From an optimization exercise on the open Yosys and OpenROAD flow, aimed at small area, a short achievable clock period and few clock cycles per item; shortcuts taken in it are not production practice.
The RTL of this run was laid out without a check of its function.

==> design/flow/design.v <==
`timescale 1ns / 1ps
package dd_pkg;
  localparam int unsigned DAY_W   = 5;
  localparam int unsigned MONTH_W = 4;
  localparam int unsigned YEAR_W  = 14;
  localparam int unsigned DIFF_W  = 23;
endpackage
`timescale 1ns / 1ps
module date_difference_days_top #(
  parameter int unsigned YEAR_MAX = 9999
) (
  input  logic                      clk_i,
  input  logic                      rst_ni,
  input  logic                      valid_i,
  output logic                      stall_o,
  input  logic [dd_pkg::DAY_W-1:0]   first_day_i,
  input  logic [dd_pkg::MONTH_W-1:0] first_month_i,
  input  logic [dd_pkg::YEAR_W-1:0]  first_year_i,
  input  logic [dd_pkg::DAY_W-1:0]   second_day_i,
  input  logic [dd_pkg::MONTH_W-1:0] second_month_i,
  input  logic [dd_pkg::YEAR_W-1:0]  second_year_i,
  output logic                      valid_o,
  input  logic                      stall_i,
  output logic [dd_pkg::DIFF_W-1:0]  day_difference_o
);
  logic valid_q;
  logic adv;
  logic hit;
  logic [3:0] flags_d, flags_q;
  assign flags_d = {second_year_i > 14'd9999, second_year_i == 14'd0,
                     first_year_i > 14'd9999, first_year_i == 14'd0};
  assign hit = (flags_d == flags_q);
  always_ff @(posedge clk_i or negedge rst_ni) begin
    if (!rst_ni) begin
      flags_q <= 4'd0;
    end else if (valid_i) begin
      flags_q <= flags_d;
    end
  end
  assign adv     = !(valid_q && stall_i);
  assign stall_o = !(adv && hit);
  assign valid_o = valid_q;
  logic [13:0] yc0, yc1;
  assign yc0 = flags_q[1] ? 14'd9999 : {first_year_i[13:1], first_year_i[0] | flags_q[0]};
  assign yc1 = flags_q[3] ? 14'd9999 : {second_year_i[13:1], second_year_i[0] | flags_q[2]};
  logic [11:0] q0, q1;
  assign q0 = yc0[13:2];
  assign q1 = yc1[13:2];
  logic [14:0] dlt;
  assign dlt = {1'b0, yc1} + {1'b0, ~yc0} + 15'd1;
  logic [8:0]  nb0;
  logic [22:0] bk1;
  always_comb begin
    logic [8:0] r;
    case (first_month_i)
      4'd0: r = 9'd511;
      4'd1: r = 9'd511;
      4'd2: r = 9'd480;
      4'd3: r = 9'd452;
      4'd4: r = 9'd421;
      4'd5: r = 9'd391;
      4'd6: r = 9'd360;
      4'd7: r = 9'd330;
      4'd8: r = 9'd299;
      4'd9: r = 9'd268;
      4'd10: r = 9'd238;
      4'd11: r = 9'd207;
      4'd12: r = 9'd177;
      4'd13: r = 9'd177;
      4'd14: r = 9'd177;
      4'd15: r = 9'd177;
      default: r = 9'd0;
    endcase
    nb0 = r;
  end
  always_comb begin
    logic [22:0] r;
    case (second_month_i)
      4'd0: r = 23'd1780983;
      4'd1: r = 23'd1780983;
      4'd2: r = 23'd1781014;
      4'd3: r = 23'd1781042;
      4'd4: r = 23'd1781073;
      4'd5: r = 23'd1781103;
      4'd6: r = 23'd1781134;
      4'd7: r = 23'd1781164;
      4'd8: r = 23'd1781195;
      4'd9: r = 23'd1781226;
      4'd10: r = 23'd1781256;
      4'd11: r = 23'd1781287;
      4'd12: r = 23'd1781317;
      4'd13: r = 23'd1781317;
      4'd14: r = 23'd1781317;
      4'd15: r = 23'd1781317;
      default: r = 23'd0;
    endcase
    bk1 = r;
  end
  logic d0_s1;
  assign d0_s1 = q0[0] ^ q0[3] ^ ~q0[8];
  logic d0_c2;
  assign d0_c2 = (q0[0] & q0[3]) | (q0[0] & ~q0[8]) | (q0[3] & ~q0[8]);
  logic d0_s3;
  assign d0_s3 = q0[1] ^ q0[4] ^ ~q0[9];
  logic d0_c4;
  assign d0_c4 = (q0[1] & q0[4]) | (q0[1] & ~q0[9]) | (q0[4] & ~q0[9]);
  logic d0_s5;
  assign d0_s5 = q0[0] ^ q0[2] ^ q0[5];
  logic d0_c6;
  assign d0_c6 = (q0[0] & q0[2]) | (q0[0] & q0[5]) | (q0[2] & q0[5]);
  logic d0_s7;
  assign d0_s7 = ~q0[10] ^ d0_c4 ^ d0_s5;
  logic d0_c8;
  assign d0_c8 = (~q0[10] & d0_c4) | (~q0[10] & d0_s5) | (d0_c4 & d0_s5);
  logic d0_s9;
  assign d0_s9 = q0[1] ^ q0[3] ^ q0[6];
  logic d0_c10;
  assign d0_c10 = (q0[1] & q0[3]) | (q0[1] & q0[6]) | (q0[3] & q0[6]);
  logic d0_s11;
  assign d0_s11 = ~q0[11] ^ d0_c6 ^ d0_s9;
  logic d0_c12;
  assign d0_c12 = (~q0[11] & d0_c6) | (~q0[11] & d0_s9) | (d0_c6 & d0_s9);
  logic d0_s13;
  assign d0_s13 = ~(q0[2] ^ q0[4]);
  logic d0_c14;
  assign d0_c14 = q0[2] | q0[4];
  logic d0_s15;
  assign d0_s15 = q0[7] ^ d0_c10 ^ d0_s13;
  logic d0_c16;
  assign d0_c16 = (q0[7] & d0_c10) | (q0[7] & d0_s13) | (d0_c10 & d0_s13);
  logic d0_s17;
  assign d0_s17 = ~(q0[3] ^ q0[5]);
  logic d0_c18;
  assign d0_c18 = q0[3] | q0[5];
  logic d0_s19;
  assign d0_s19 = q0[8] ^ d0_c14 ^ d0_s17;
  logic d0_c20;
  assign d0_c20 = (q0[8] & d0_c14) | (q0[8] & d0_s17) | (d0_c14 & d0_s17);
  logic d0_s21;
  assign d0_s21 = ~(q0[4] ^ q0[6]);
  logic d0_c22;
  assign d0_c22 = q0[4] | q0[6];
  logic d0_s23;
  assign d0_s23 = q0[9] ^ d0_c18 ^ d0_s21;
  logic d0_c24;
  assign d0_c24 = (q0[9] & d0_c18) | (q0[9] & d0_s21) | (d0_c18 & d0_s21);
  logic d0_s25;
  assign d0_s25 = ~(q0[5] ^ q0[7]);
  logic d0_c26;
  assign d0_c26 = q0[5] | q0[7];
  logic d0_s27;
  assign d0_s27 = q0[10] ^ d0_c22 ^ d0_s25;
  logic d0_c28;
  assign d0_c28 = (q0[10] & d0_c22) | (q0[10] & d0_s25) | (d0_c22 & d0_s25);
  logic d0_s29;
  assign d0_s29 = ~(q0[6] ^ q0[8]);
  logic d0_c30;
  assign d0_c30 = q0[6] | q0[8];
  logic d0_s31;
  assign d0_s31 = q0[11] ^ d0_c26 ^ d0_s29;
  logic d0_c32;
  assign d0_c32 = (q0[11] & d0_c26) | (q0[11] & d0_s29) | (d0_c26 & d0_s29);
  logic d0_s33;
  assign d0_s33 = ~(q0[7] ^ q0[9]);
  logic d0_c34;
  assign d0_c34 = q0[7] | q0[9];
  logic d0_h35;
  assign d0_h35 = d0_c30 ^ d0_s33;
  logic d0_k36;
  assign d0_k36 = d0_c30 & d0_s33;
  logic d0_s37;
  assign d0_s37 = ~(q0[8] ^ q0[10]);
  logic d0_c38;
  assign d0_c38 = q0[8] | q0[10];
  logic d0_h39;
  assign d0_h39 = d0_c34 ^ d0_s37;
  logic d0_k40;
  assign d0_k40 = d0_c34 & d0_s37;
  logic d0_s41;
  assign d0_s41 = ~(q0[9] ^ q0[11]);
  logic d0_c42;
  assign d0_c42 = q0[9] | q0[11];
  logic d0_h43;
  assign d0_h43 = d0_c38 ^ d0_s41;
  logic d0_k44;
  assign d0_k44 = d0_c38 & d0_s41;
  logic d0_s45;
  assign d0_s45 = ~(q0[10] ^ d0_c42);
  logic d0_c46;
  assign d0_c46 = q0[10] | d0_c42;
  logic d0_s47;
  assign d0_s47 = ~(q0[11] ^ d0_c46);
  logic [21:0] p0;
  assign p0 = {d0_s47, d0_k44, d0_k40, d0_k36, d0_c32, d0_c28, d0_c24, d0_c20, d0_c16, d0_c12, d0_c8, d0_s7, d0_c2, d0_s1, q0[2], q0[1], q0[0], ~q0[4], ~q0[3], ~q0[2], ~q0[1], ~q0[0]} + {1'b0, d0_s45, d0_h43, d0_h39, d0_h35, d0_s31, d0_s27, d0_s23, d0_s19, d0_s15, d0_s11, 1'b0, d0_s3, 1'b0, ~q0[7], ~q0[6], ~q0[5], 1'b0, 1'b0, 1'b0, 1'b0, 1'b1};
  logic d1_s48;
  assign d1_s48 = q1[0] ^ q1[3] ^ ~q1[8];
  logic d1_c49;
  assign d1_c49 = (q1[0] & q1[3]) | (q1[0] & ~q1[8]) | (q1[3] & ~q1[8]);
  logic d1_s50;
  assign d1_s50 = q1[1] ^ q1[4] ^ ~q1[9];
  logic d1_c51;
  assign d1_c51 = (q1[1] & q1[4]) | (q1[1] & ~q1[9]) | (q1[4] & ~q1[9]);
  logic d1_s52;
  assign d1_s52 = q1[0] ^ q1[2] ^ q1[5];
  logic d1_c53;
  assign d1_c53 = (q1[0] & q1[2]) | (q1[0] & q1[5]) | (q1[2] & q1[5]);
  logic d1_s54;
  assign d1_s54 = ~q1[10] ^ d1_c51 ^ d1_s52;
  logic d1_c55;
  assign d1_c55 = (~q1[10] & d1_c51) | (~q1[10] & d1_s52) | (d1_c51 & d1_s52);
  logic d1_s56;
  assign d1_s56 = q1[1] ^ q1[3] ^ q1[6];
  logic d1_c57;
  assign d1_c57 = (q1[1] & q1[3]) | (q1[1] & q1[6]) | (q1[3] & q1[6]);
  logic d1_s58;
  assign d1_s58 = ~q1[11] ^ d1_c53 ^ d1_s56;
  logic d1_c59;
  assign d1_c59 = (~q1[11] & d1_c53) | (~q1[11] & d1_s56) | (d1_c53 & d1_s56);
  logic d1_s60;
  assign d1_s60 = ~(q1[2] ^ q1[4]);
  logic d1_c61;
  assign d1_c61 = q1[2] | q1[4];
  logic d1_s62;
  assign d1_s62 = q1[7] ^ d1_c57 ^ d1_s60;
  logic d1_c63;
  assign d1_c63 = (q1[7] & d1_c57) | (q1[7] & d1_s60) | (d1_c57 & d1_s60);
  logic d1_s64;
  assign d1_s64 = ~(q1[3] ^ q1[5]);
  logic d1_c65;
  assign d1_c65 = q1[3] | q1[5];
  logic d1_s66;
  assign d1_s66 = q1[8] ^ d1_c61 ^ d1_s64;
  logic d1_c67;
  assign d1_c67 = (q1[8] & d1_c61) | (q1[8] & d1_s64) | (d1_c61 & d1_s64);
  logic d1_s68;
  assign d1_s68 = ~(q1[4] ^ q1[6]);
  logic d1_c69;
  assign d1_c69 = q1[4] | q1[6];
  logic d1_s70;
  assign d1_s70 = q1[9] ^ d1_c65 ^ d1_s68;
  logic d1_c71;
  assign d1_c71 = (q1[9] & d1_c65) | (q1[9] & d1_s68) | (d1_c65 & d1_s68);
  logic d1_s72;
  assign d1_s72 = ~(q1[5] ^ q1[7]);
  logic d1_c73;
  assign d1_c73 = q1[5] | q1[7];
  logic d1_s74;
  assign d1_s74 = q1[10] ^ d1_c69 ^ d1_s72;
  logic d1_c75;
  assign d1_c75 = (q1[10] & d1_c69) | (q1[10] & d1_s72) | (d1_c69 & d1_s72);
  logic d1_s76;
  assign d1_s76 = ~(q1[6] ^ q1[8]);
  logic d1_c77;
  assign d1_c77 = q1[6] | q1[8];
  logic d1_s78;
  assign d1_s78 = q1[11] ^ d1_c73 ^ d1_s76;
  logic d1_c79;
  assign d1_c79 = (q1[11] & d1_c73) | (q1[11] & d1_s76) | (d1_c73 & d1_s76);
  logic d1_s80;
  assign d1_s80 = ~(q1[7] ^ q1[9]);
  logic d1_c81;
  assign d1_c81 = q1[7] | q1[9];
  logic d1_h82;
  assign d1_h82 = d1_c77 ^ d1_s80;
  logic d1_k83;
  assign d1_k83 = d1_c77 & d1_s80;
  logic d1_s84;
  assign d1_s84 = ~(q1[8] ^ q1[10]);
  logic d1_c85;
  assign d1_c85 = q1[8] | q1[10];
  logic d1_h86;
  assign d1_h86 = d1_c81 ^ d1_s84;
  logic d1_k87;
  assign d1_k87 = d1_c81 & d1_s84;
  logic d1_s88;
  assign d1_s88 = ~(q1[9] ^ q1[11]);
  logic d1_c89;
  assign d1_c89 = q1[9] | q1[11];
  logic d1_h90;
  assign d1_h90 = d1_c85 ^ d1_s88;
  logic d1_k91;
  assign d1_k91 = d1_c85 & d1_s88;
  logic d1_s92;
  assign d1_s92 = ~(q1[10] ^ d1_c89);
  logic d1_c93;
  assign d1_c93 = q1[10] | d1_c89;
  logic d1_s94;
  assign d1_s94 = ~(q1[11] ^ d1_c93);
  logic [21:0] p1;
  assign p1 = {d1_s94, d1_k91, d1_k87, d1_k83, d1_c79, d1_c75, d1_c71, d1_c67, d1_c63, d1_c59, d1_c55, d1_s54, d1_c49, d1_s48, q1[2], q1[1], q1[0], ~q1[4], ~q1[3], ~q1[2], ~q1[1], ~q1[0]} + {1'b0, d1_s92, d1_h90, d1_h86, d1_h82, d1_s78, d1_s74, d1_s70, d1_s66, d1_s62, d1_s58, 1'b0, d1_s50, 1'b0, ~q1[7], ~q1[6], ~q1[5], 1'b0, 1'b0, 1'b0, 1'b0, 1'b1};
  logic [6:0] c0, c1;
  logic       lj0, lj1;
  logic [7:0] g0_d, g1_d;
  assign c0  = p0[21:15];
  assign c1  = p1[21:15];
  assign lj0 = (yc0[1:0] == 2'd0) && ((p0[14:10] != 5'd0) || (c0[1:0] == 2'd0))
               && (first_month_i <= 4'd2);
  assign lj1 = (yc1[1:0] == 2'd0) && ((p1[14:10] != 5'd0) || (c1[1:0] == 2'd0))
               && (second_month_i <= 4'd2);
  assign g0_d = {1'b0, c0} + {1'b0, ~{2'b0, c0[6:2]}} + {7'd0, lj0};
  assign g1_d = {1'b0, c1} + {1'b0, ~{2'b0, c1[6:2]}} + {7'd0, lj1};
  logic a_s95;
  assign a_s95 = second_day_i[0] ^ ~first_day_i[0] ^ q1[0];
  logic a_c96;
  assign a_c96 = (second_day_i[0] & ~first_day_i[0]) | (second_day_i[0] & q1[0]) | (~first_day_i[0] & q1[0]);
  logic a_s97;
  assign a_s97 = ~q0[0] ^ nb0[0] ^ bk1[0];
  logic a_c98;
  assign a_c98 = (~q0[0] & nb0[0]) | (~q0[0] & bk1[0]) | (nb0[0] & bk1[0]);
  logic a_h99;
  assign a_h99 = a_s95 ^ a_s97;
  logic a_k100;
  assign a_k100 = a_s95 & a_s97;
  logic a_s101;
  assign a_s101 = second_day_i[1] ^ ~first_day_i[1] ^ q1[1];
  logic a_c102;
  assign a_c102 = (second_day_i[1] & ~first_day_i[1]) | (second_day_i[1] & q1[1]) | (~first_day_i[1] & q1[1]);
  logic a_s103;
  assign a_s103 = ~q0[1] ^ nb0[1] ^ bk1[1];
  logic a_c104;
  assign a_c104 = (~q0[1] & nb0[1]) | (~q0[1] & bk1[1]) | (nb0[1] & bk1[1]);
  logic a_s105;
  assign a_s105 = a_c96 ^ a_s101 ^ a_c98;
  logic a_c106;
  assign a_c106 = (a_c96 & a_s101) | (a_c96 & a_c98) | (a_s101 & a_c98);
  logic a_s107;
  assign a_s107 = a_s103 ^ a_k100 ^ a_s105;
  logic a_c108;
  assign a_c108 = (a_s103 & a_k100) | (a_s103 & a_s105) | (a_k100 & a_s105);
  logic a_h109;
  assign a_h109 = ~dlt[0] ^ ~dlt[1];
  logic a_k110;
  assign a_k110 = ~dlt[0] & ~dlt[1];
  logic a_s111;
  assign a_s111 = second_day_i[2] ^ ~first_day_i[2] ^ q1[2];
  logic a_c112;
  assign a_c112 = (second_day_i[2] & ~first_day_i[2]) | (second_day_i[2] & q1[2]) | (~first_day_i[2] & q1[2]);
  logic a_s113;
  assign a_s113 = ~q0[2] ^ nb0[2] ^ bk1[2];
  logic a_c114;
  assign a_c114 = (~q0[2] & nb0[2]) | (~q0[2] & bk1[2]) | (nb0[2] & bk1[2]);
  logic a_s115;
  assign a_s115 = a_c102 ^ a_s111 ^ a_c104;
  logic a_c116;
  assign a_c116 = (a_c102 & a_s111) | (a_c102 & a_c104) | (a_s111 & a_c104);
  logic a_s117;
  assign a_s117 = a_s113 ^ a_c106 ^ a_s115;
  logic a_c118;
  assign a_c118 = (a_s113 & a_c106) | (a_s113 & a_s115) | (a_c106 & a_s115);
  logic a_s119;
  assign a_s119 = ~dlt[1] ^ ~dlt[2] ^ a_c108;
  logic a_c120;
  assign a_c120 = (~dlt[1] & ~dlt[2]) | (~dlt[1] & a_c108) | (~dlt[2] & a_c108);
  logic a_h121;
  assign a_h121 = a_k110 ^ a_s117;
  logic a_k122;
  assign a_k122 = a_k110 & a_s117;
  logic a_s123;
  assign a_s123 = second_day_i[3] ^ ~first_day_i[3] ^ q1[3];
  logic a_c124;
  assign a_c124 = (second_day_i[3] & ~first_day_i[3]) | (second_day_i[3] & q1[3]) | (~first_day_i[3] & q1[3]);
  logic a_s125;
  assign a_s125 = ~q0[3] ^ nb0[3] ^ bk1[3];
  logic a_c126;
  assign a_c126 = (~q0[3] & nb0[3]) | (~q0[3] & bk1[3]) | (nb0[3] & bk1[3]);
  logic a_s127;
  assign a_s127 = a_c112 ^ a_s123 ^ a_c114;
  logic a_c128;
  assign a_c128 = (a_c112 & a_s123) | (a_c112 & a_c114) | (a_s123 & a_c114);
  logic a_s129;
  assign a_s129 = a_s125 ^ a_c116 ^ a_s127;
  logic a_c130;
  assign a_c130 = (a_s125 & a_c116) | (a_s125 & a_s127) | (a_c116 & a_s127);
  logic a_s131;
  assign a_s131 = ~dlt[2] ^ ~dlt[3] ^ a_c118;
  logic a_c132;
  assign a_c132 = (~dlt[2] & ~dlt[3]) | (~dlt[2] & a_c118) | (~dlt[3] & a_c118);
  logic a_s133;
  assign a_s133 = a_s129 ^ a_k122 ^ a_c120;
  logic a_c134;
  assign a_c134 = (a_s129 & a_k122) | (a_s129 & a_c120) | (a_k122 & a_c120);
  logic a_s135;
  assign a_s135 = second_day_i[4] ^ ~first_day_i[4] ^ q1[4];
  logic a_c136;
  assign a_c136 = (second_day_i[4] & ~first_day_i[4]) | (second_day_i[4] & q1[4]) | (~first_day_i[4] & q1[4]);
  logic a_s137;
  assign a_s137 = ~q0[4] ^ nb0[4] ^ bk1[4];
  logic a_c138;
  assign a_c138 = (~q0[4] & nb0[4]) | (~q0[4] & bk1[4]) | (nb0[4] & bk1[4]);
  logic a_s139;
  assign a_s139 = a_c124 ^ a_s135 ^ a_c126;
  logic a_c140;
  assign a_c140 = (a_c124 & a_s135) | (a_c124 & a_c126) | (a_s135 & a_c126);
  logic a_s141;
  assign a_s141 = a_s137 ^ a_c128 ^ a_s139;
  logic a_c142;
  assign a_c142 = (a_s137 & a_c128) | (a_s137 & a_s139) | (a_c128 & a_s139);
  logic a_s143;
  assign a_s143 = ~dlt[0] ^ ~dlt[3] ^ ~dlt[4];
  logic a_c144;
  assign a_c144 = (~dlt[0] & ~dlt[3]) | (~dlt[0] & ~dlt[4]) | (~dlt[3] & ~dlt[4]);
  logic a_s145;
  assign a_s145 = a_c130 ^ a_s141 ^ a_s143;
  logic a_c146;
  assign a_c146 = (a_c130 & a_s141) | (a_c130 & a_s143) | (a_s141 & a_s143);
  logic a_h147;
  assign a_h147 = a_c132 ^ a_s145;
  logic a_k148;
  assign a_k148 = a_c132 & a_s145;
  logic a_s149;
  assign a_s149 = q1[5] ^ ~q0[5] ^ nb0[5];
  logic a_c150;
  assign a_c150 = (q1[5] & ~q0[5]) | (q1[5] & nb0[5]) | (~q0[5] & nb0[5]);
  logic a_s151;
  assign a_s151 = bk1[5] ^ a_c136 ^ a_c138;
  logic a_c152;
  assign a_c152 = (bk1[5] & a_c136) | (bk1[5] & a_c138) | (a_c136 & a_c138);
  logic a_s153;
  assign a_s153 = a_s149 ^ a_c140 ^ a_s151;
  logic a_c154;
  assign a_c154 = (a_s149 & a_c140) | (a_s149 & a_s151) | (a_c140 & a_s151);
  logic a_s155;
  assign a_s155 = ~dlt[1] ^ ~dlt[4] ^ ~dlt[5];
  logic a_c156;
  assign a_c156 = (~dlt[1] & ~dlt[4]) | (~dlt[1] & ~dlt[5]) | (~dlt[4] & ~dlt[5]);
  logic a_s157;
  assign a_s157 = a_c142 ^ a_s153 ^ a_c144;
  logic a_c158;
  assign a_c158 = (a_c142 & a_s153) | (a_c142 & a_c144) | (a_s153 & a_c144);
  logic a_s159;
  assign a_s159 = a_s155 ^ a_c146 ^ a_s157;
  logic a_c160;
  assign a_c160 = (a_s155 & a_c146) | (a_s155 & a_s157) | (a_c146 & a_s157);
  logic a_s161;
  assign a_s161 = q1[6] ^ ~q0[6] ^ nb0[6];
  logic a_c162;
  assign a_c162 = (q1[6] & ~q0[6]) | (q1[6] & nb0[6]) | (~q0[6] & nb0[6]);
  logic a_s163;
  assign a_s163 = bk1[6] ^ a_c150 ^ a_s161;
  logic a_c164;
  assign a_c164 = (bk1[6] & a_c150) | (bk1[6] & a_s161) | (a_c150 & a_s161);
  logic a_s165;
  assign a_s165 = a_c152 ^ a_s163 ^ ~dlt[2];
  logic a_c166;
  assign a_c166 = (a_c152 & a_s163) | (a_c152 & ~dlt[2]) | (a_s163 & ~dlt[2]);
  logic a_s167;
  assign a_s167 = ~dlt[5] ^ ~dlt[6] ^ a_c154;
  logic a_c168;
  assign a_c168 = (~dlt[5] & ~dlt[6]) | (~dlt[5] & a_c154) | (~dlt[6] & a_c154);
  logic a_s169;
  assign a_s169 = a_c156 ^ a_s165 ^ a_s167;
  logic a_c170;
  assign a_c170 = (a_c156 & a_s165) | (a_c156 & a_s167) | (a_s165 & a_s167);
  logic a_s171;
  assign a_s171 = a_c158 ^ a_s169 ^ a_c160;
  logic a_c172;
  assign a_c172 = (a_c158 & a_s169) | (a_c158 & a_c160) | (a_s169 & a_c160);
  logic a_s173;
  assign a_s173 = q1[7] ^ ~q0[7] ^ nb0[7];
  logic a_c174;
  assign a_c174 = (q1[7] & ~q0[7]) | (q1[7] & nb0[7]) | (~q0[7] & nb0[7]);
  logic a_s175;
  assign a_s175 = bk1[7] ^ a_c162 ^ a_s173;
  logic a_c176;
  assign a_c176 = (bk1[7] & a_c162) | (bk1[7] & a_s173) | (a_c162 & a_s173);
  logic a_s177;
  assign a_s177 = a_c164 ^ a_s175 ^ dlt[0];
  logic a_c178;
  assign a_c178 = (a_c164 & a_s175) | (a_c164 & dlt[0]) | (a_s175 & dlt[0]);
  logic a_s179;
  assign a_s179 = ~dlt[3] ^ ~dlt[6] ^ ~dlt[7];
  logic a_c180;
  assign a_c180 = (~dlt[3] & ~dlt[6]) | (~dlt[3] & ~dlt[7]) | (~dlt[6] & ~dlt[7]);
  logic a_s181;
  assign a_s181 = a_c166 ^ a_s177 ^ a_s179;
  logic a_c182;
  assign a_c182 = (a_c166 & a_s177) | (a_c166 & a_s179) | (a_s177 & a_s179);
  logic a_s183;
  assign a_s183 = a_c168 ^ a_s181 ^ a_c170;
  logic a_c184;
  assign a_c184 = (a_c168 & a_s181) | (a_c168 & a_c170) | (a_s181 & a_c170);
  logic a_s185;
  assign a_s185 = q1[8] ^ ~q0[8] ^ nb0[8];
  logic a_c186;
  assign a_c186 = (q1[8] & ~q0[8]) | (q1[8] & nb0[8]) | (~q0[8] & nb0[8]);
  logic a_s187;
  assign a_s187 = bk1[8] ^ a_c174 ^ a_s185;
  logic a_c188;
  assign a_c188 = (bk1[8] & a_c174) | (bk1[8] & a_s185) | (a_c174 & a_s185);
  logic a_s189;
  assign a_s189 = a_c176 ^ a_s187 ^ dlt[0];
  logic a_c190;
  assign a_c190 = (a_c176 & a_s187) | (a_c176 & dlt[0]) | (a_s187 & dlt[0]);
  logic a_s191;
  assign a_s191 = dlt[1] ^ ~dlt[4] ^ ~dlt[7];
  logic a_c192;
  assign a_c192 = (dlt[1] & ~dlt[4]) | (dlt[1] & ~dlt[7]) | (~dlt[4] & ~dlt[7]);
  logic a_s193;
  assign a_s193 = ~dlt[8] ^ a_c178 ^ a_c180;
  logic a_c194;
  assign a_c194 = (~dlt[8] & a_c178) | (~dlt[8] & a_c180) | (a_c178 & a_c180);
  logic a_s195;
  assign a_s195 = a_s189 ^ a_s191 ^ a_c182;
  logic a_c196;
  assign a_c196 = (a_s189 & a_s191) | (a_s189 & a_c182) | (a_s191 & a_c182);
  logic a_h197;
  assign a_h197 = a_s193 ^ a_s195;
  logic a_k198;
  assign a_k198 = a_s193 & a_s195;
  logic a_s199;
  assign a_s199 = q1[9] ^ ~q0[9] ^ bk1[9];
  logic a_c200;
  assign a_c200 = (q1[9] & ~q0[9]) | (q1[9] & bk1[9]) | (~q0[9] & bk1[9]);
  logic a_s201;
  assign a_s201 = a_c186 ^ a_s199 ^ a_c188;
  logic a_c202;
  assign a_c202 = (a_c186 & a_s199) | (a_c186 & a_c188) | (a_s199 & a_c188);
  logic a_s203;
  assign a_s203 = dlt[1] ^ dlt[2] ^ ~dlt[5];
  logic a_c204;
  assign a_c204 = (dlt[1] & dlt[2]) | (dlt[1] & ~dlt[5]) | (dlt[2] & ~dlt[5]);
  logic a_s205;
  assign a_s205 = ~dlt[8] ^ ~dlt[9] ^ a_s201;
  logic a_c206;
  assign a_c206 = (~dlt[8] & ~dlt[9]) | (~dlt[8] & a_s201) | (~dlt[9] & a_s201);
  logic a_s207;
  assign a_s207 = a_c190 ^ a_c192 ^ a_s203;
  logic a_c208;
  assign a_c208 = (a_c190 & a_c192) | (a_c190 & a_s203) | (a_c192 & a_s203);
  logic a_s209;
  assign a_s209 = a_s205 ^ a_c194 ^ a_s207;
  logic a_c210;
  assign a_c210 = (a_s205 & a_c194) | (a_s205 & a_s207) | (a_c194 & a_s207);
  logic a_h211;
  assign a_h211 = a_c196 ^ a_s209;
  logic a_k212;
  assign a_k212 = a_c196 & a_s209;
  logic a_s213;
  assign a_s213 = q1[10] ^ ~q0[10] ^ bk1[10];
  logic a_c214;
  assign a_c214 = (q1[10] & ~q0[10]) | (q1[10] & bk1[10]) | (~q0[10] & bk1[10]);
  logic a_s215;
  assign a_s215 = a_c200 ^ a_s213 ^ dlt[2];
  logic a_c216;
  assign a_c216 = (a_c200 & a_s213) | (a_c200 & dlt[2]) | (a_s213 & dlt[2]);
  logic a_s217;
  assign a_s217 = dlt[3] ^ ~dlt[6] ^ ~dlt[9];
  logic a_c218;
  assign a_c218 = (dlt[3] & ~dlt[6]) | (dlt[3] & ~dlt[9]) | (~dlt[6] & ~dlt[9]);
  logic a_s219;
  assign a_s219 = ~dlt[10] ^ a_c202 ^ a_c204;
  logic a_c220;
  assign a_c220 = (~dlt[10] & a_c202) | (~dlt[10] & a_c204) | (a_c202 & a_c204);
  logic a_s221;
  assign a_s221 = a_s215 ^ a_s217 ^ a_c206;
  logic a_c222;
  assign a_c222 = (a_s215 & a_s217) | (a_s215 & a_c206) | (a_s217 & a_c206);
  logic a_s223;
  assign a_s223 = a_c208 ^ a_s219 ^ a_s221;
  logic a_c224;
  assign a_c224 = (a_c208 & a_s219) | (a_c208 & a_s221) | (a_s219 & a_s221);
  logic a_s225;
  assign a_s225 = a_c210 ^ a_k212 ^ a_s223;
  logic a_c226;
  assign a_c226 = (a_c210 & a_k212) | (a_c210 & a_s223) | (a_k212 & a_s223);
  logic a_s227;
  assign a_s227 = q1[11] ^ ~q0[11] ^ bk1[11];
  logic a_c228;
  assign a_c228 = (q1[11] & ~q0[11]) | (q1[11] & bk1[11]) | (~q0[11] & bk1[11]);
  logic a_s229;
  assign a_s229 = a_c214 ^ a_s227 ^ dlt[3];
  logic a_c230;
  assign a_c230 = (a_c214 & a_s227) | (a_c214 & dlt[3]) | (a_s227 & dlt[3]);
  logic a_s231;
  assign a_s231 = dlt[4] ^ ~dlt[7] ^ ~dlt[10];
  logic a_c232;
  assign a_c232 = (dlt[4] & ~dlt[7]) | (dlt[4] & ~dlt[10]) | (~dlt[7] & ~dlt[10]);
  logic a_s233;
  assign a_s233 = ~dlt[11] ^ a_c216 ^ a_c218;
  logic a_c234;
  assign a_c234 = (~dlt[11] & a_c216) | (~dlt[11] & a_c218) | (a_c216 & a_c218);
  logic a_s235;
  assign a_s235 = a_s229 ^ a_s231 ^ a_c220;
  logic a_c236;
  assign a_c236 = (a_s229 & a_s231) | (a_s229 & a_c220) | (a_s231 & a_c220);
  logic a_s237;
  assign a_s237 = a_s233 ^ a_c222 ^ a_s235;
  logic a_c238;
  assign a_c238 = (a_s233 & a_c222) | (a_s233 & a_s235) | (a_c222 & a_s235);
  logic a_h239;
  assign a_h239 = a_c224 ^ a_s237;
  logic a_k240;
  assign a_k240 = a_c224 & a_s237;
  logic a_s241;
  assign a_s241 = bk1[12] ^ a_c228 ^ dlt[4];
  logic a_c242;
  assign a_c242 = (bk1[12] & a_c228) | (bk1[12] & dlt[4]) | (a_c228 & dlt[4]);
  logic a_s243;
  assign a_s243 = dlt[5] ^ ~dlt[8] ^ ~dlt[11];
  logic a_c244;
  assign a_c244 = (dlt[5] & ~dlt[8]) | (dlt[5] & ~dlt[11]) | (~dlt[8] & ~dlt[11]);
  logic a_s245;
  assign a_s245 = ~dlt[12] ^ a_c230 ^ a_c232;
  logic a_c246;
  assign a_c246 = (~dlt[12] & a_c230) | (~dlt[12] & a_c232) | (a_c230 & a_c232);
  logic a_s247;
  assign a_s247 = a_s241 ^ a_s243 ^ a_c234;
  logic a_c248;
  assign a_c248 = (a_s241 & a_s243) | (a_s241 & a_c234) | (a_s243 & a_c234);
  logic a_s249;
  assign a_s249 = a_s245 ^ a_c236 ^ a_s247;
  logic a_c250;
  assign a_c250 = (a_s245 & a_c236) | (a_s245 & a_s247) | (a_c236 & a_s247);
  logic a_h251;
  assign a_h251 = a_c238 ^ a_s249;
  logic a_k252;
  assign a_k252 = a_c238 & a_s249;
  logic a_s253;
  assign a_s253 = bk1[13] ^ dlt[5] ^ dlt[6];
  logic a_c254;
  assign a_c254 = (bk1[13] & dlt[5]) | (bk1[13] & dlt[6]) | (dlt[5] & dlt[6]);
  logic a_s255;
  assign a_s255 = ~dlt[9] ^ ~dlt[12] ^ ~dlt[13];
  logic a_c256;
  assign a_c256 = (~dlt[9] & ~dlt[12]) | (~dlt[9] & ~dlt[13]) | (~dlt[12] & ~dlt[13]);
  logic a_s257;
  assign a_s257 = a_c242 ^ a_c244 ^ a_s253;
  logic a_c258;
  assign a_c258 = (a_c242 & a_c244) | (a_c242 & a_s253) | (a_c244 & a_s253);
  logic a_s259;
  assign a_s259 = a_s255 ^ a_c246 ^ a_s257;
  logic a_c260;
  assign a_c260 = (a_s255 & a_c246) | (a_s255 & a_s257) | (a_c246 & a_s257);
  logic a_s261;
  assign a_s261 = a_c248 ^ a_s259 ^ a_c250;
  logic a_c262;
  assign a_c262 = (a_c248 & a_s259) | (a_c248 & a_c250) | (a_s259 & a_c250);
  logic a_s263;
  assign a_s263 = bk1[14] ^ dlt[6] ^ dlt[7];
  logic a_c264;
  assign a_c264 = (bk1[14] & dlt[6]) | (bk1[14] & dlt[7]) | (dlt[6] & dlt[7]);
  logic a_s265;
  assign a_s265 = ~dlt[10] ^ ~dlt[13] ^ ~dlt[14];
  logic a_c266;
  assign a_c266 = (~dlt[10] & ~dlt[13]) | (~dlt[10] & ~dlt[14]) | (~dlt[13] & ~dlt[14]);
  logic a_s267;
  assign a_s267 = a_c254 ^ a_c256 ^ a_s263;
  logic a_c268;
  assign a_c268 = (a_c254 & a_c256) | (a_c254 & a_s263) | (a_c256 & a_s263);
  logic a_s269;
  assign a_s269 = a_s265 ^ a_c258 ^ a_s267;
  logic a_c270;
  assign a_c270 = (a_s265 & a_c258) | (a_s265 & a_s267) | (a_c258 & a_s267);
  logic a_h271;
  assign a_h271 = a_c260 ^ a_s269;
  logic a_k272;
  assign a_k272 = a_c260 & a_s269;
  logic a_s273;
  assign a_s273 = bk1[15] ^ dlt[7] ^ dlt[8];
  logic a_c274;
  assign a_c274 = (bk1[15] & dlt[7]) | (bk1[15] & dlt[8]) | (dlt[7] & dlt[8]);
  logic a_s275;
  assign a_s275 = ~dlt[11] ^ ~dlt[14] ^ a_c264;
  logic a_c276;
  assign a_c276 = (~dlt[11] & ~dlt[14]) | (~dlt[11] & a_c264) | (~dlt[14] & a_c264);
  logic a_s277;
  assign a_s277 = a_c266 ^ a_s273 ^ a_c268;
  logic a_c278;
  assign a_c278 = (a_c266 & a_s273) | (a_c266 & a_c268) | (a_s273 & a_c268);
  logic a_s279;
  assign a_s279 = a_s275 ^ a_c270 ^ a_s277;
  logic a_c280;
  assign a_c280 = (a_s275 & a_c270) | (a_s275 & a_s277) | (a_c270 & a_s277);
  logic a_s281;
  assign a_s281 = bk1[16] ^ dlt[8] ^ dlt[9];
  logic a_c282;
  assign a_c282 = (bk1[16] & dlt[8]) | (bk1[16] & dlt[9]) | (dlt[8] & dlt[9]);
  logic a_s283;
  assign a_s283 = ~dlt[12] ^ a_c274 ^ a_s281;
  logic a_c284;
  assign a_c284 = (~dlt[12] & a_c274) | (~dlt[12] & a_s281) | (a_c274 & a_s281);
  logic a_s285;
  assign a_s285 = a_c276 ^ a_s283 ^ a_c278;
  logic a_c286;
  assign a_c286 = (a_c276 & a_s283) | (a_c276 & a_c278) | (a_s283 & a_c278);
  logic a_s287;
  assign a_s287 = bk1[17] ^ dlt[9] ^ dlt[10];
  logic a_c288;
  assign a_c288 = (bk1[17] & dlt[9]) | (bk1[17] & dlt[10]) | (dlt[9] & dlt[10]);
  logic a_s289;
  assign a_s289 = ~dlt[13] ^ a_c282 ^ a_s287;
  logic a_c290;
  assign a_c290 = (~dlt[13] & a_c282) | (~dlt[13] & a_s287) | (a_c282 & a_s287);
  logic a_h291;
  assign a_h291 = a_c284 ^ a_s289;
  logic a_k292;
  assign a_k292 = a_c284 & a_s289;
  logic a_s293;
  assign a_s293 = bk1[18] ^ dlt[10] ^ dlt[11];
  logic a_c294;
  assign a_c294 = (bk1[18] & dlt[10]) | (bk1[18] & dlt[11]) | (dlt[10] & dlt[11]);
  logic a_s295;
  assign a_s295 = ~dlt[14] ^ a_c288 ^ a_s293;
  logic a_c296;
  assign a_c296 = (~dlt[14] & a_c288) | (~dlt[14] & a_s293) | (a_c288 & a_s293);
  logic a_h297;
  assign a_h297 = a_c290 ^ a_s295;
  logic a_k298;
  assign a_k298 = a_c290 & a_s295;
  logic a_s299;
  assign a_s299 = bk1[19] ^ dlt[11] ^ dlt[12];
  logic a_c300;
  assign a_c300 = (bk1[19] & dlt[11]) | (bk1[19] & dlt[12]) | (dlt[11] & dlt[12]);
  logic a_s301;
  assign a_s301 = a_c294 ^ a_s299 ^ a_c296;
  logic a_c302;
  assign a_c302 = (a_c294 & a_s299) | (a_c294 & a_c296) | (a_s299 & a_c296);
  logic a_s303;
  assign a_s303 = bk1[20] ^ dlt[12] ^ dlt[13];
  logic a_c304;
  assign a_c304 = (bk1[20] & dlt[12]) | (bk1[20] & dlt[13]) | (dlt[12] & dlt[13]);
  logic a_h305;
  assign a_h305 = a_c300 ^ a_s303;
  logic a_k306;
  assign a_k306 = a_c300 & a_s303;
  logic a_s307;
  assign a_s307 = bk1[21] ^ dlt[13] ^ dlt[14];
  logic a_c308;
  assign a_c308 = (bk1[21] & dlt[13]) | (bk1[21] & dlt[14]) | (dlt[13] & dlt[14]);
  logic a_h309;
  assign a_h309 = a_c304 ^ a_s307;
  logic a_k310;
  assign a_k310 = a_c304 & a_s307;
  logic a_s311;
  assign a_s311 = bk1[22] ^ dlt[14] ^ a_c308;
  logic [22:0] sa_d, sb_d;
  assign sa_d = {a_k310, a_k306, a_c302, a_k298, a_k292, a_c286, a_c280, a_k272, a_c262, a_k252, a_k240, a_c226, a_s225, a_k198, a_c184, a_c172, a_s171, a_k148, a_c134, a_s131, a_s119, a_s107, ~dlt[0]};
  assign sb_d = {a_s311, a_h309, a_h305, a_s301, a_h297, a_h291, a_s285, a_s279, a_h271, a_s261, a_h251, a_h239, 1'b0, a_h211, a_h197, a_s183, 1'b0, a_s159, a_h147, a_s133, a_h121, a_h109, a_h99};
  logic [22:0] sa_q, sb_q;
  logic [7:0]  g0_q, g1_q;
  always_ff @(posedge clk_i) begin
    if (adv) begin
      sa_q <= sa_d;
      sb_q <= sb_d;
      g0_q <= g0_d;
      g1_q <= g1_d;
    end
  end
  always_ff @(posedge clk_i or negedge rst_ni) begin
    if (!rst_ni) begin
      valid_q <= 1'b0;
    end else if (adv) begin
      valid_q <= valid_i && hit;
    end
  end
  logic b_s312;
  assign b_s312 = sa_q[0] ^ sb_q[0] ^ ~g1_q[0];
  logic b_c313;
  assign b_c313 = (sa_q[0] & sb_q[0]) | (sa_q[0] & ~g1_q[0]) | (sb_q[0] & ~g1_q[0]);
  logic b_s314;
  assign b_s314 = sa_q[1] ^ sb_q[1] ^ ~g1_q[1];
  logic b_c315;
  assign b_c315 = (sa_q[1] & sb_q[1]) | (sa_q[1] & ~g1_q[1]) | (sb_q[1] & ~g1_q[1]);
  logic b_s316;
  assign b_s316 = g0_q[1] ^ b_c313 ^ b_s314;
  logic b_c317;
  assign b_c317 = (g0_q[1] & b_c313) | (g0_q[1] & b_s314) | (b_c313 & b_s314);
  logic b_s318;
  assign b_s318 = sa_q[2] ^ sb_q[2] ^ ~g1_q[2];
  logic b_c319;
  assign b_c319 = (sa_q[2] & sb_q[2]) | (sa_q[2] & ~g1_q[2]) | (sb_q[2] & ~g1_q[2]);
  logic b_s320;
  assign b_s320 = g0_q[2] ^ b_c315 ^ b_s318;
  logic b_c321;
  assign b_c321 = (g0_q[2] & b_c315) | (g0_q[2] & b_s318) | (b_c315 & b_s318);
  logic b_s322;
  assign b_s322 = sa_q[3] ^ sb_q[3] ^ ~g1_q[3];
  logic b_c323;
  assign b_c323 = (sa_q[3] & sb_q[3]) | (sa_q[3] & ~g1_q[3]) | (sb_q[3] & ~g1_q[3]);
  logic b_s324;
  assign b_s324 = g0_q[3] ^ b_c319 ^ b_s322;
  logic b_c325;
  assign b_c325 = (g0_q[3] & b_c319) | (g0_q[3] & b_s322) | (b_c319 & b_s322);
  logic b_s326;
  assign b_s326 = sa_q[4] ^ sb_q[4] ^ ~g1_q[4];
  logic b_c327;
  assign b_c327 = (sa_q[4] & sb_q[4]) | (sa_q[4] & ~g1_q[4]) | (sb_q[4] & ~g1_q[4]);
  logic b_s328;
  assign b_s328 = g0_q[4] ^ b_c323 ^ b_s326;
  logic b_c329;
  assign b_c329 = (g0_q[4] & b_c323) | (g0_q[4] & b_s326) | (b_c323 & b_s326);
  logic b_s330;
  assign b_s330 = sa_q[5] ^ sb_q[5] ^ ~g1_q[5];
  logic b_c331;
  assign b_c331 = (sa_q[5] & sb_q[5]) | (sa_q[5] & ~g1_q[5]) | (sb_q[5] & ~g1_q[5]);
  logic b_s332;
  assign b_s332 = g0_q[5] ^ b_c327 ^ b_s330;
  logic b_c333;
  assign b_c333 = (g0_q[5] & b_c327) | (g0_q[5] & b_s330) | (b_c327 & b_s330);
  logic b_s334;
  assign b_s334 = sa_q[6] ^ sb_q[6] ^ ~g1_q[6];
  logic b_c335;
  assign b_c335 = (sa_q[6] & sb_q[6]) | (sa_q[6] & ~g1_q[6]) | (sb_q[6] & ~g1_q[6]);
  logic b_s336;
  assign b_s336 = g0_q[6] ^ b_c331 ^ b_s334;
  logic b_c337;
  assign b_c337 = (g0_q[6] & b_c331) | (g0_q[6] & b_s334) | (b_c331 & b_s334);
  logic b_s338;
  assign b_s338 = sa_q[7] ^ sb_q[7] ^ ~g1_q[7];
  logic b_c339;
  assign b_c339 = (sa_q[7] & sb_q[7]) | (sa_q[7] & ~g1_q[7]) | (sb_q[7] & ~g1_q[7]);
  logic b_s340;
  assign b_s340 = g0_q[7] ^ b_c335 ^ b_s338;
  logic b_c341;
  assign b_c341 = (g0_q[7] & b_c335) | (g0_q[7] & b_s338) | (b_c335 & b_s338);
  logic b_s342;
  assign b_s342 = sa_q[8] ^ sb_q[8] ^ b_c339;
  logic b_c343;
  assign b_c343 = (sa_q[8] & sb_q[8]) | (sa_q[8] & b_c339) | (sb_q[8] & b_c339);
  logic b_h344;
  assign b_h344 = sa_q[9] ^ sb_q[9];
  logic b_k345;
  assign b_k345 = sa_q[9] & sb_q[9];
  logic b_h346;
  assign b_h346 = sa_q[10] ^ sb_q[10];
  logic b_k347;
  assign b_k347 = sa_q[10] & sb_q[10];
  logic b_h348;
  assign b_h348 = sa_q[11] ^ sb_q[11];
  logic b_k349;
  assign b_k349 = sa_q[11] & sb_q[11];
  logic b_h350;
  assign b_h350 = sa_q[12] ^ sb_q[12];
  logic b_k351;
  assign b_k351 = sa_q[12] & sb_q[12];
  logic b_h352;
  assign b_h352 = sa_q[13] ^ sb_q[13];
  logic b_k353;
  assign b_k353 = sa_q[13] & sb_q[13];
  logic b_h354;
  assign b_h354 = sa_q[14] ^ sb_q[14];
  logic b_k355;
  assign b_k355 = sa_q[14] & sb_q[14];
  logic b_h356;
  assign b_h356 = sa_q[15] ^ sb_q[15];
  logic b_k357;
  assign b_k357 = sa_q[15] & sb_q[15];
  logic b_h358;
  assign b_h358 = sa_q[16] ^ sb_q[16];
  logic b_k359;
  assign b_k359 = sa_q[16] & sb_q[16];
  logic b_h360;
  assign b_h360 = sa_q[17] ^ sb_q[17];
  logic b_k361;
  assign b_k361 = sa_q[17] & sb_q[17];
  logic b_h362;
  assign b_h362 = sa_q[18] ^ sb_q[18];
  logic b_k363;
  assign b_k363 = sa_q[18] & sb_q[18];
  logic b_h364;
  assign b_h364 = sa_q[19] ^ sb_q[19];
  logic b_k365;
  assign b_k365 = sa_q[19] & sb_q[19];
  logic b_h366;
  assign b_h366 = sa_q[20] ^ sb_q[20];
  logic b_k367;
  assign b_k367 = sa_q[20] & sb_q[20];
  logic b_h368;
  assign b_h368 = sa_q[21] ^ sb_q[21];
  logic b_k369;
  assign b_k369 = sa_q[21] & sb_q[21];
  logic b_h370;
  assign b_h370 = sa_q[22] ^ sb_q[22];
  assign day_difference_o = {b_k369, b_k367, b_k365, b_k363, b_k361, b_k359, b_k357, b_k355, b_k353, b_k351, b_k349, b_k347, b_k345, b_c343, b_c341, b_c337, b_c333, b_c329, b_c325, b_c321, b_c317, b_s316, g0_q[0]} + {b_h370, b_h368, b_h366, b_h364, b_h362, b_h360, b_h358, b_h356, b_h354, b_h352, b_h350, b_h348, b_h346, b_h344, b_s342, b_s340, b_s336, b_s332, b_s328, b_s324, b_s320, 1'b0, b_s312};
endmodule
==> design/flow/flow/run.sh <==
#!/bin/bash
# Standard layout, with the port buffers made of sky130_fd_sc_hd__buf_2 cells instead of the
# buffer_ports default. All output goes to flow.log in the work folder.
set -o pipefail
export BUFFER_PORTS_ARGS="-buffer_cell sky130_fd_sc_hd__buf_2"
bash standard.sh > flow.log 2>&1
==> design/flow/standard.sh <==
#!/bin/bash
# synth_recipe.tcl (not shown) runs the flow's synth.tcl, then flattens the netlist and writes it again
# the make line also repeats each setting of config.mk as NAME=value (left out here)
make -C /OpenROAD-flow-scripts/flow DESIGN_CONFIG=/design/flow/config.mk WORK_HOME=/design/flow/orfs CLKGATE_MAP_FILE= SYNTH_SCRIPT=/design/flow/synth_recipe.tcl "${@:-finish}"
==> design/flow/config.mk <==
export PLATFORM = sky130hd
export DESIGN_NAME = date_difference_days_top
export DESIGN_NICKNAME = date_difference_days_top
export VERILOG_FILES = /design/flow/design.v
export SDC_FILE = /design/flow/constraint.sdc
export NUM_CORES = 4
export LEC_CHECK = 0
export CAP_MARGIN = 20
export CORE_MARGIN = 2
export CORE_UTILIZATION = 70
export GPL_ROUTABILITY_DRIVEN = 0
export GPL_TIMING_DRIVEN = 0
export SLEW_MARGIN = 20
==> design/flow/constraint.sdc <==
create_clock -name core_clock -period 5.5 [get_ports {clk_i}]
set_input_delay 1.1000 -clock core_clock [delete_from_list [all_inputs] [get_ports {clk_i}]]
set_output_delay 1.1000 -clock core_clock [all_outputs]
set_load 0.01 [all_outputs]
==> impl_metrics.tcl <==
set metrics [dict create \
    cts_root_buffer "clkbuf_16" \
    setup_viol 1 \
    dieArea_um2 15300 \
    routed_wl_mm 23.1 \
    seq_area_frac_synth_pct 19.2 \
    slew_headroom_pct 39.3 \
    syn_nets 1362 \
    synthTopCellsByArea "fa_1, ha_1, edfxtp_1" \
    start_util_pct 71.9 \
    nets 1465 \
    check-failures "negative setup slack" \
    syn_avg_cell_area_um2 9.57 \
    cts_tree "done" \
    ys.flop_type "edfxtp_1" \
    ys_warn_count 1 \
    fin_util_pct 83.3 \
    holdCritPathClass "primary input to async pin" \
    path_class "primary input to flop" \
    die-width_um 124 \
    grt_start_max_net_pins 61 \
    synth_cell_types 65 \
    clockBufferDepth 2 \
    post-route-min-period_ps 5530 \
    first_global_vias 7446 \
    grt_usage_pct 31.0 \
    ant_nets 0 \
    pre_cts_slack_ps -1170 \
    fin_crit_sh_pct 101 \
    flow.area_growth_from_synthesis_pct 15.8 \
    finalHoldViolations 0 \
    synth_area_um2 10000 \
    dp_hpwl_mm 18.0 \
    ios 75 \
    cts.sinks 65 \
    cp.arrival_ps 5620 \
    drt_iter0_markers 460 \
    tightestPinTransition_ps 903 \
    fin_cells 1335 \
    cts_buffers 9 \
    skew_ps 12.8 \
    max_cap_viol_count 0 \
    grt_setup_unrepaired "yes" \
    cp_max_fo 4 \
    grt_pass1_wl_mm 35.9 \
    via_per_inst 5.71 \
    cp.required_ps 5590 \
    cts_max_level 3 \
    grt_overflow 0 \
    port_buffers 68 \
    maxSlewViolCount 0 \
    final_layout_size_suffix_gt1_share_pct 19.0 \
    drc 0 \
    endpoint_kind "flop" \
    insertion_delay_ps 350 \
    outcome "failed layout checks" \
    clock.fmax_mhz 181 \
    vias 7620 \
    die_h_um 124 \
    syn_inst 1047 \
    clkTransAtPathRegs_ps 70 \
    start_kind "primary input" \
    hold_ws_ps 553 \
    yosysTopAreaCell "fa_1" \
    row_count 43 \
    yosysTopAreaCellShare_pct 23.0 \
    cts_hold_buffers 0 \
    antenna_cells 0 \
    ys_ff_latch 65 \
    setup_ws_ps -30.0 \
    core_area_um2 13900 \
    wl_per_cell_um 17.3 \
    antenna_found_initial 0 \
    first_pass_iters 5 \
    synth_edf_count 60 \
    async_flop_share_pct 7.69 \
    fillCellCount 848 \
    dp.cells 1296 \
]
repair_timing:
item,CTS,global route
cloned,0,0
setup buffers,4,23
resized for setup,36,72
endpoints found under the setup margin,21,21
pin swaps,4,34
area by class of cell:
type                    count  area [µm²]  area share [%]
plain buffers              12        65.1           0.561
clock buffers               9         225            1.94
clock inverters             7         119            1.02
inverters                 233         883            7.61
multi-input cells         733        7560            65.2
flip-flops and latches     65        1930            16.6
well taps                 180         225            1.94
repair buffers             96         591            5.09
cells in the mapped netlist (3+ instances only):
cell	count
nand2b_1	13
and2_1	3
nor2_1	62
o211ai_1	3
a31oi_1	5
and3_1	8
a21o_1	14
or3_1	9
nor3_1	17
nand3_1	19
o21bai_1	8
a211oi_1	4
clkbuf_1	11
nand2_1	49
dfrtp_1	5
o41ai_1	3
nor2b_1	15
buf_2	3
xor2_1	27
nor4_1	8
a21boi_0	3
o21ai_0	30
inv_1	232
or2_2	11
fa_1	115
xnor2_1	56
a21oi_1	44
ha_1	150
o21a_1	3
edfxtp_1	60
mux2i_1	11
logic make-up (layout without fill, tap and decap cells):
kind of cell               after synthesis  count (layout)  synth area share (%)
AOI/OAI and AO/OA                      150             150                  10.2
xor gates and xnor gates                84              84                  7.42
adders and majority gates              267             267                  41.9
buffers and inverters                  249             357                  9.44
DFF                                     65              65                  19.2
muxes                                   11              11                  1.10
and+or+nand+nor                        221             221                  10.7
critical path, stage by stage:
cell and delay (ps):
buf_2 110, nor2b_2 210, fa_2 420, fa_1 430, inv_1 100, ha_4 210, nand2_4 70, nor2_4 40
a221o_1 350, a31oi_4 210, and3_1 190, o21ai_1 60, a21oi_1 160, o21ai_1 100, o2111a_2 160, fa_2 410
fa_2 380, a21oi_2 180, nor2_2 70, nor2_2 140, inv_2 60, a21oi_2 170, nand3_2 100, xor2_1 180
cell usage in the layout (no fill, tap or decap), types with 28 or more instances in the layout:
cell	netlist	layout
inv_1	232	225
ha_1	150	143
fa_1	115	109
buf_2	3	68
edfxtp_1	60	60
nor2_1	62	49
xnor2_1	56	47
nand2_1	49	45
a21oi_1	44	39
buf_4	0	28
worst paths after layout:
check | start | to | slack (ps) | cells after the start
worst max register to register | flags_q[1] | g0_q[6] | -20 | 25
min in group core_clock | valid_q | valid_q | 570 | 2
worst max-delay path | first_year_i[11] | g0_q[6] | -30 | 24
worst min-delay path | rst_ni | flags_q[2] | 550 | 1
worst min register to register | valid_q | valid_q | 570 | 2
max in group asynchronous | rst_ni | flags_q[1] | 4800 | 1
routing by layer:
metal | GRT usage [%] | up-vias | wire [µm]
met2 | 52.7 | 282 | 11300
met1 | 40.5 | 3657 | 9740
met5 | 0 | - | 0
met4 | 10.9 | 0 | 749
li1 | - | 3635 | -
met3 | 5.08 | 46 | 1290
per-stage QoR:
step           cell area (µm²)  setup TNS, ps
2_1_floorplan            10100           -173
3_3_place_gp             10600         -10700
3_5_place_dp             10700         -12030
4_1_cts                  11200          -84.0
5_1_grt                  11600           -294
6_report                 11600          -30.0
state kept, by name (all words and copies together), names as in the netlist:
signal   count
g0_q         8
flags_q      4
sb_q        21
sa_q        23
valid_q      1
g1_q         8

static timing again, ports no longer ideal:
No port has a modelled driver above. Below, the same layout with a new extraction and two added sets of constraints. Step 1 sets driving cells, clkbuf_16 on the clock port and buf_2 on the other inputs (assumed; they add their load-dependent delay and slew). Step 2 also shifts input and output timing later by t, the mid clock arrival at the registers, as if the neighbouring blocks saw the same clock. Slacks: ideal / step 1 / step 2; pairs: ideal / step 1.
t (ns): 0.388
setup WS [ns]: -0.030 / -0.021 / -0.401
worst register clock-pin slew, ns: 0.07 / 0.07
worst data-port slew with drivers (ns): 0.05
pins driven straight from the clock port: 1
For this run, drivers alone change the setup slack by +0.009 ns; drivers and shift together by -0.371 ns.
